This is an optimization exercise on Yosys and OpenROAD, whose aim is small area, a short achievable clock period and few clock cycles per item, not a production implementation. The RTL was checked by simulation tests, not by an equivalence proof against the original design. No activity file was given, so power comes from the tool's default toggle rates.

$ cat design/flow/design.v
module periodic_timer_table #(
  parameter int TABLE_DEPTH   = 16,
  parameter int MS_PER_SECOND = 1000
) (
  input  logic        clk,
  input  logic        rst,
  input  logic        cmd_valid,
  output logic        cmd_ready,
  input  logic [2:0]  cmd_kind,
  input  logic [15:0] cmd_owner,
  input  logic [7:0]  cmd_method,
  input  logic        cmd_match_method,
  input  logic [31:0] cmd_interval_ms,
  input  logic        cmd_repeat_req,
  input  logic [31:0] cmd_schedule_s,
  input  logic [15:0] cmd_timer_id,
  output logic        rsp_valid,
  input  logic        rsp_ready,
  output logic [2:0]  rsp_status,
  output logic [15:0] rsp_result_id,
  output logic [15:0] rsp_result_owner,
  output logic [7:0]  rsp_result_method,
  output logic        rsp_last,
  input  logic        psel,
  input  logic        penable,
  input  logic        pwrite,
  input  logic [2:0]  paddr,
  input  logic [31:0] pwdata,
  output logic [31:0] prdata,
  output logic        pready
);
  localparam int N = TABLE_DEPTH;
  localparam logic [15:0] CHECK_PERIOD_RST = 16'd1000;
  localparam logic [2:0] K_TICK = 3'd0, K_PUSH_REL = 3'd1, K_PUSH_ABS = 3'd2,
                         K_CANCEL_ID = 3'd3, K_CANCEL_OWNER = 3'd4, K_SET_INTERVAL = 3'd5;
  localparam logic [2:0] ST_FIRED = 3'd0, ST_PUSHED = 3'd1, ST_FULL = 3'd2,
                         ST_CANCELLED = 3'd3, ST_NOT_FOUND = 3'd4,
                         ST_INTERVAL_SET = 3'd5, ST_OWNER_NULL = 3'd6;
  logic [47:0] dl  [N];
  logic [31:0] iv  [N];
  logic        rpt [N];
  logic [15:0] own [N];
  logic [7:0]  mth [N];
  logic [15:0] tid [N];
  logic [N-1:0] valid;
  logic [N-1:0] prec [N];    
  logic [47:0] now_ms;
  logic [15:0] period, countdown, next_id;
  logic        firing;
  logic [N-1:0] pend;
  logic        o_valid, o_last;
  logic [2:0]  o_status;
  logic [15:0] o_id, o_owner;
  logic [7:0]  o_method;
  assign pready            = 1'b1;
  assign prdata            = paddr[2] ? 32'd0 : {16'd0, period};
  assign rsp_valid         = o_valid;
  assign rsp_status        = o_status;
  assign rsp_result_id     = o_id;
  assign rsp_result_owner  = o_owner;
  assign rsp_result_method = o_method;
  assign rsp_last          = o_last;
  wire out_free = !o_valid || rsp_ready;
  assign cmd_ready = !firing && out_free;
  wire acc      = cmd_valid && cmd_ready;
  wire k_tick   = (cmd_kind == K_TICK);
  wire k_prel   = (cmd_kind == K_PUSH_REL);
  wire k_pabs   = (cmd_kind == K_PUSH_ABS);
  wire k_cid    = (cmd_kind == K_CANCEL_ID);
  wire k_cown   = (cmd_kind == K_CANCEL_OWNER);
  wire k_setiv  = (cmd_kind == K_SET_INTERVAL);
  wire check    = acc && k_tick && (countdown <= 16'd1);
  wire fire_go  = firing && out_free;
  logic [N-1:0] free_oh;
  always_comb begin
    free_oh = '0;
    for (int i = N - 1; i >= 0; i--)
      if (!valid[i]) free_oh = N'(1) << i;
  end
  wire full = &valid;
  logic [N-1:0] id_hit, id_oh, own_hit;
  always_comb begin
    for (int i = 0; i < N; i++) begin
      id_hit[i]  = valid[i] && (tid[i] == cmd_timer_id);
      own_hit[i] = valid[i] && (own[i] == cmd_owner) &&
                   (!cmd_match_method || (mth[i] == cmd_method));
    end
    id_oh = '0;
    for (int i = N - 1; i >= 0; i--)
      if (id_hit[i]) id_oh = N'(1) << i;
  end
  wire id_found  = |id_hit;
  wire own_found = |own_hit;
  wire own_zero  = (cmd_owner == 16'd0);
  logic [N-1:0] first_oh;
  always_comb begin
    for (int i = 0; i < N; i++) begin
      logic blocked;
      blocked = 1'b0;
      for (int j = 0; j < N; j++) begin
        if (j < i)      blocked = blocked | (pend[j] &  prec[j][i]);
        else if (j > i) blocked = blocked | (pend[j] & !prec[i][j]);
      end
      first_oh[i] = pend[i] && !blocked;
    end
  end
  wire fire_last = ((pend & ~first_oh) == '0);
  logic [31:0] f_iv;
  logic        f_rpt;
  logic [15:0] f_own, f_tid;
  logic [7:0]  f_mth;
  always_comb begin
    f_iv = '0; f_rpt = 1'b0; f_own = '0; f_tid = '0; f_mth = '0;
    for (int i = 0; i < N; i++)
      if (first_oh[i]) begin
        f_iv  = f_iv  | iv[i];
        f_rpt = f_rpt | rpt[i];
        f_own = f_own | own[i];
        f_tid = f_tid | tid[i];
        f_mth = f_mth | mth[i];
      end
  end
  wire [31:0] add_iv = firing ? f_iv : cmd_interval_ms;
  wire [48:0] add_s  = {1'b0, now_ms} + {17'd0, add_iv};
  wire [47:0] d_rel  = add_s[48] ? {48{1'b1}} : add_s[47:0];
  wire [47:0] d_abs  = 48'(cmd_schedule_s) * 48'(MS_PER_SECOND);
  wire [47:0] d_new  = (!firing && k_pabs) ? d_abs : d_rel;
  logic [N-1:0] wr_oh;
  always_comb begin
    wr_oh = '0;
    if (fire_go) begin
      if (f_rpt) wr_oh = first_oh;
    end else if (acc) begin
      if ((k_prel || k_pabs) && !full) wr_oh = free_oh;
      if (k_setiv)                     wr_oh = id_oh;
    end
  end
  wire push_do = acc && (k_prel || k_pabs) && !full;
  wire [48:0] cmp_x = firing ? {1'b0, d_new} :
                      (k_tick ? ({1'b0, now_ms} + 49'd2) : {1'b0, d_new});
  logic [N-1:0] ge;
  always_comb
    for (int j = 0; j < N; j++) ge[j] = (cmp_x <= {1'b0, dl[j]});
  always_ff @(posedge clk) begin
    for (int i = 0; i < N; i++) begin
      if (wr_oh[i]) dl[i] <= d_new;
      if (push_do && free_oh[i]) begin
        iv[i]  <= k_prel ? cmd_interval_ms : 32'd0;
        rpt[i] <= k_prel && cmd_repeat_req;
        own[i] <= cmd_owner;
        mth[i] <= cmd_method;
        tid[i] <= next_id;
      end
      if (acc && k_setiv && id_oh[i]) iv[i] <= cmd_interval_ms;
      for (int j = i + 1; j < N; j++) begin
        if (wr_oh[i])      prec[i][j] <= ge[j];
        else if (wr_oh[j]) prec[i][j] <= !ge[i];
      end
    end
  end
  always_ff @(posedge clk) begin
    if (rst) begin
      valid   <= '0;
      next_id <= '0;
      firing  <= 1'b0;
    end else begin
      if (fire_go) begin
        if (!f_rpt) valid <= valid & ~first_oh;
        pend <= pend & ~first_oh;
        if (fire_last) firing <= 1'b0;
      end else if (acc) begin
        if (push_do) begin
          valid   <= valid | free_oh;
          next_id <= next_id + 16'd1;
        end
        if (k_cid) valid <= valid & ~id_oh;
        if (k_cown && !own_zero) valid <= valid & ~own_hit;
        if (check) begin
          pend   <= valid & ~ge;
          firing <= |(valid & ~ge);
        end
      end
    end
  end
  always_ff @(posedge clk) begin
    if (rst) begin
      now_ms    <= '0;
      countdown <= CHECK_PERIOD_RST;
      period    <= CHECK_PERIOD_RST;
    end else begin
      if (acc && k_tick) begin
        now_ms    <= now_ms + 48'd1;
        countdown <= (countdown <= 16'd1) ? period : countdown - 16'd1;
      end
      if (psel && penable && pwrite && !paddr[2] && pwdata[15:0] != 16'd0) begin
        period    <= pwdata[15:0];
        countdown <= pwdata[15:0];
      end
    end
  end
  logic       c_rsp;
  logic [2:0] c_status;
  always_comb begin
    c_rsp    = 1'b1;
    c_status = ST_NOT_FOUND;
    case (cmd_kind)
      K_PUSH_REL, K_PUSH_ABS: c_status = full ? ST_FULL : ST_PUSHED;
      K_CANCEL_ID:    c_status = id_found ? ST_CANCELLED : ST_NOT_FOUND;
      K_CANCEL_OWNER: c_status = own_zero ? ST_OWNER_NULL :
                                 (own_found ? ST_CANCELLED : ST_NOT_FOUND);
      K_SET_INTERVAL: c_status = id_found ? ST_INTERVAL_SET : ST_NOT_FOUND;
      default:        c_rsp = 1'b0;
    endcase
  end
  always_ff @(posedge clk) begin
    if (rst) begin
      o_valid <= 1'b0;
    end else if (fire_go || (acc && c_rsp)) begin
      o_valid <= 1'b1;
    end else if (rsp_ready) begin
      o_valid <= 1'b0;
    end
    if (fire_go) begin
      o_status <= ST_FIRED;
      o_id     <= f_tid;
      o_owner  <= f_own;
      o_method <= f_mth;
      o_last   <= fire_last;
    end else if (acc && c_rsp) begin
      o_status <= c_status;
      o_id     <= (c_status == ST_PUSHED) ? next_id : 16'd0;
      o_owner  <= 16'd0;
      o_method <= 8'd0;
      o_last   <= 1'b1;
    end
  end
endmodule
$ cat design/flow/run.sh
#!/bin/bash
# synth_recipe.tcl (not shown) runs the flow's synth.tcl, then flattens the netlist and writes it again
# the make line also repeats each setting of config.mk as NAME=value (left out here)
make -C /OpenROAD-flow-scripts/flow DESIGN_CONFIG=/design/flow/config.mk WORK_HOME=/design/flow/orfs CLKGATE_MAP_FILE= SYNTH_SCRIPT=/design/flow/synth_recipe.tcl finish
$ cat design/flow/config.mk
export PLATFORM = sky130hd
export DESIGN_NAME = periodic_timer_table
export DESIGN_NICKNAME = periodic_timer_table
export VERILOG_FILES = /design/flow/design.v
export SDC_FILE = /design/flow/constraint.sdc
export NUM_CORES = 4
export LEC_CHECK = 0
export CAP_MARGIN = 30
export CORE_MARGIN = 2
export CORE_UTILIZATION = 40
export SLEW_MARGIN = 20
$ cat design/flow/constraint.sdc
create_clock -name core_clock -period 10.0 [get_ports {clk}]
set_input_delay 2.0000 -clock core_clock [delete_from_list [all_inputs] [get_ports {clk}]]
set_output_delay 2.0000 -clock core_clock [all_outputs]
set_load 0.01 [all_outputs]
==> summary.md <==
| Metric | Value |
|---|---|
| Met1 WL | between 150000 and 200000 um |
| Root Buffer | clkbuf_16 |
| Syn Std Cell Area | 119100 sq um |
| Pin count of the biggest net entering global routing | 60 |
| Die X | 549.7 um |
| GRT overflow | 0 |
| DRT antenna net count | 0 |
| Routed wire length per instance | just under 30 um |
| Area delta synth->final | 19.88% |
| Worst VDD drop | roughly 0.15 mV |
| Power per cell area | approximately 170 nW/um^2 |
| Pre-CTS setup slack | -0.9736 ns |
| Synth top area cells | edfxtp_1, ha_1, xnor2_1 |
| Critical path type | reg2reg |
| Most common cell after layout, fill and taps aside | edfxtp_1 |
| Vias | 90400 |
| Cell mode on critical path | buf_4 |
| Initial antenna violation count | 26 |
| Post-synth EDFFs | between 2000 and 2500 |
| Max Cap Viol | 0 |
| Routed vias/inst | 5.914 |
| FP Rows | 200 |
| Num CTS Buffers | 262 |
| Synth cell types | between 100 and 150 |
| CTS tree | yes |
| I/O pin cnt | 230 |
| Share of cells above drive strength 1 | 0.1512 |
| H-tree levels | 5 |
| Initial Util | 0.4017 |
| Sink Count | 2230 |
| Switch Pwr | 6.921 mW |
| Relative slew slack | 0.2398 |
| Leak Pwr | roughly 55 nW |
| Int Power | about 18 mW |
| Fraction of the yosys area taken by sequential cells | 0.5523 |
| Min-delay worst type | reg2reg |
| Die area | 302200 sq um |
| Top_reg_cell synth | edfxtp_1 |
| Slowest Stage Delay on Critical Path | about 0.61 ns |
| Least-Margin Pin Slew | about 1.1 ns |
| CORE AREA | between 200000 and 300000 sq um |
| 1st-iter DRT viols | between 10000 and 15000 |
| FFs w/ async S/R, synth | 0 |
| Overall global routing resource usage | 0.2866 |
| Final Cycle Share | 0.9723 |
| Worst path slowest cell | edfxtp_1 |
| Crit Path Max Fanout | 17 |
| Most frequent cells in the layout | edfxtp_1, buf_4, ha_1, inv_1, nand2_1 |
| Vias in the first global route | between 80000 and 90000 |
| DRC | 0 |
| Combinational Power Share | 0.208 |
| Synthesized area per cell | 11.89 sq um |
| Setup crit start kind | register |
| Highest metal used | met5 |
| Post-DP HPWL | 300100 um |
| Total power draw | 24.95 mW |
| Area leader, netlist | edfxtp_1 |
| Fin. Hold Viols | 0 |
| Global-route wire length before repair | approximately 630000 um |
| CTS Hold Buffers Added | 0 |
| Final #Nets | about 12000 |
| Synth top area share | 0.5327 |
| Register bit count reported by yosys | between 2000 and 2500 |
| Number of synthesis warnings | 8 |
| Clk pin slew, worst setup/hold paths | roughly 0.060 ns |
| Setup TNS | 0 ns |
| Final instance area | between 100000 and 150000 sq um |
| Fin crit period | around 9.7 ns |
| Met3 WL | a little over 40000 um |
| Count of input and output buffers | ~190 |
| Outcome | finished clean |
| CP Capture Type | register |
| Post-Place Cell Area | between 100000 and 150000 sq um |
| Syn Inst Count | approximately 10000 |
| Gpl congestion | between 0.9 and 1 |
| DIE HEIGHT | between 500 and 600 um |
| Slew Limit Fails | 0 |
| Clock power frac | 0.377 |
| Net Sw Frac | 0.2774 |
| Worst Setup Slack, final | 0.2775 ns |
| CTS max path bufs | 4 |
| Clk latency of the worst-skew pair | between 0.9 and 1 ns |
| Worst path arrival time | approximately 10 ns |
| DR WL met2 | between 150000 and 200000 um |
| Endpoints failing setup | 0 |
| Worst path required time | 10.60 ns |
| Achievable Freq | around 0.1 GHz |
| Drt total wl | about 440000 um |
| Pre-antenna DRT Iters | 6 |
| Power share of the sequential group | 0.415 |
| Setup Skew | 0.06377 ns |
==> per-stage QoR <==
| step | instances | hold WS [ns] | utilization |
|---|---|---|---|
| 6_report | 15290 | 0.4576 | 0.4816 |
| 5_1_grt | 15270 | 0.4944 | 0.4814 |
| 4_1_cts | 15240 | 0.4629 | 0.4799 |
| 3_5_place_dp | 14770 | 0.4548 | 0.4519 |
| 3_3_place_gp | 14770 | 0.4505 | 0.4514 |
| 2_1_floorplan | 10030 | 0.4277 | - |
==> timing repair <==
item / 4_1_cts / 5_1_grt
buffers inserted: 2 / 23
resized for setup: 9 / 43
hold endpoints to repair: 0 / 0
endpoints found under the setup margin: 25 / 132
pin swaps: 1 / 9
cloned: 0 / 2
==> worst paths after layout <==
path	depth (start not counted)	slack, ns	endpoint	startpoint
max	42	0.28	prec[1][10]$_DFFE_PP_	pend[4]$_DFFE_PP_
min	2	0.46	period[9]$_SDFFE_PP1P_	period[9]$_SDFFE_PP1P_
max reg2reg	42	0.28	prec[1][10]$_DFFE_PP_	pend[4]$_DFFE_PP_
min reg2reg	2	0.46	period[9]$_SDFFE_PP1P_	period[9]$_SDFFE_PP1P_
==> power groups by stage <==
stage	Combinational, mW	Sequential [mW]	Clock [mW]
3_3_place_gp	5.00	10.5	0
4_1_cts	5.15	10.4	9.50
5_1_grt	5.69	10.4	9.84
2_1_floorplan	2.57	10.5	0
3_5_place_dp	5.11	10.5	0
6_report	5.19	10.4	9.41
==> flip-flops by register name (all words and copies together), names as in the netlist <==
signal / count
own: 256
rpt: 16
next_id: 16
o_status: 3
dl: 768
mth: 128
o_method: 8
o_id: 16
valid: 16
prec: 120
countdown: 16
o_last: 1
o_owner: 16
iv: 512
pend: 16
o_valid: 1
now_ms: 48
firing: 1
period: 16
tid: 256
==> cells by family after synthesis <==
family / count (synthesis) / share of synthesized area
AO/OA/AOI/OAI: 2078 / 0.1189
XOR/XNOR: 795 / 0.05846
adder cells (fa/ha/maj): 1008 / 0.1134
buffers and inverters: 1354 / 0.04451
flip-flops: 2230 / 0.5523
multiplexers: 10 / 0.0008718
other: 2 / 0.00006305
AND/OR/NAND/NOR: 2539 / 0.1114
==> worst max-delay path, delay by kind of cell (launching register included) <==
family | cells | cell delay [ns]
flip-flops | 1 | 0.61
AND/OR/NAND/NOR | 10 | 2.05
buffers and inverters | 12 | 2.65
adder cells (fa/ha/maj) | 2 | 0.53
AO/OA/AOI/OAI | 18 | 3.50
==> layer usage <==
metal,global-route usage,vias to the layer above
met3,0.05084,1013
met5,0,-
met4,0.1219,10
met1,0.3887,45160
li1,-,39270
met2,0.4509,4941
==> synthesized netlist by cell type (11+ instances only) <==
| library cell | instances |
|---|---|
| edfxtp_1 | 2113 |
| ha_1 | 889 |
| inv_1 | 850 |
| nand2_1 | 547 |
| a21oi_1 | 531 |
| xnor2_1 | 531 |
| nor2_1 | 409 |
| and2_1 | 341 |
| clkbuf_1 | 311 |
| o21ai_0 | 308 |
| nand4_1 | 282 |
| a22oi_1 | 281 |
| xor2_1 | 264 |
| nor2b_1 | 239 |
| nand3_1 | 225 |
| a221oi_1 | 185 |
| a22o_1 | 175 |
| a21o_1 | 146 |
| nor4_1 | 136 |
| fa_1 | 119 |
| dfxtp_1 | 117 |
| nor3_1 | 112 |
| buf_2 | 105 |
| and3_1 | 78 |
| a211oi_1 | 66 |
| a31oi_1 | 59 |
| buf_1 | 50 |
| nand2b_1 | 45 |
| and4_1 | 38 |
| o21bai_1 | 35 |
| o22ai_1 | 31 |
| or3_1 | 28 |
| a41oi_1 | 24 |
| o211ai_1 | 23 |
| a21boi_0 | 22 |
| buf_4 | 22 |
| o21a_1 | 22 |
| a2111oi_0 | 18 |
| o31ai_1 | 17 |
| or2_2 | 17 |
| o2111ai_1 | 15 |
| o221ai_1 | 13 |
| a221o_1 | 11 |
| a2bb2oi_1 | 11 |
| inv_2 | 11 |
==> area by class of cell <==
cell class / count / area [sq um]
flip-flops and latches: 2230 / 65800
multi-input cells: 6448 / 49080
fillers: 26330 / 153700
repair buffers: 1323 / 11460
clock inverters: 111 / 1109
clock buffers: 349 / 7114
diodes: 22 / 55.05
inverters: 864 / 3259
well taps: 3939 / 4928
Testbench counts, summed over its fixed seeds: cycles 6,820, commands 4,808.

## what the ideal ports hide
The results above use ideal ports. As a check the final layout listed here was re-extracted and re-timed, cells and wires unchanged.
Step 1 (the two cells are an assumption about what drives the block):
set clk [get_ports {clk}]
set_driving_cell -lib_cell sky130_fd_sc_hd__clkbuf_16 $clk
set_driving_cell -lib_cell sky130_fd_sc_hd__buf_2 [delete_from_list [all_inputs] $clk]
Step 2, shift: input delay + t, output delay - t, t = (earliest + latest rising clock arrival at the registers) / 2. This alone moves slack from input paths to output paths.
Three values: ideal ports, drivers, drivers and shift; two values: the first two.
shift t [ns]: 0.976
slack for setup (ns): 0.277 / 0.277 / -0.598
slew at the worst register clock pin (ns): 0.06 / 0.06
worst data-port slew with drivers (ns): 0.40
With both steps, setup timing fails in this run, where it was met with ideal ports. The setup slack of this run moves by 0.000 ns with the drivers and by -0.875 ns with both steps.
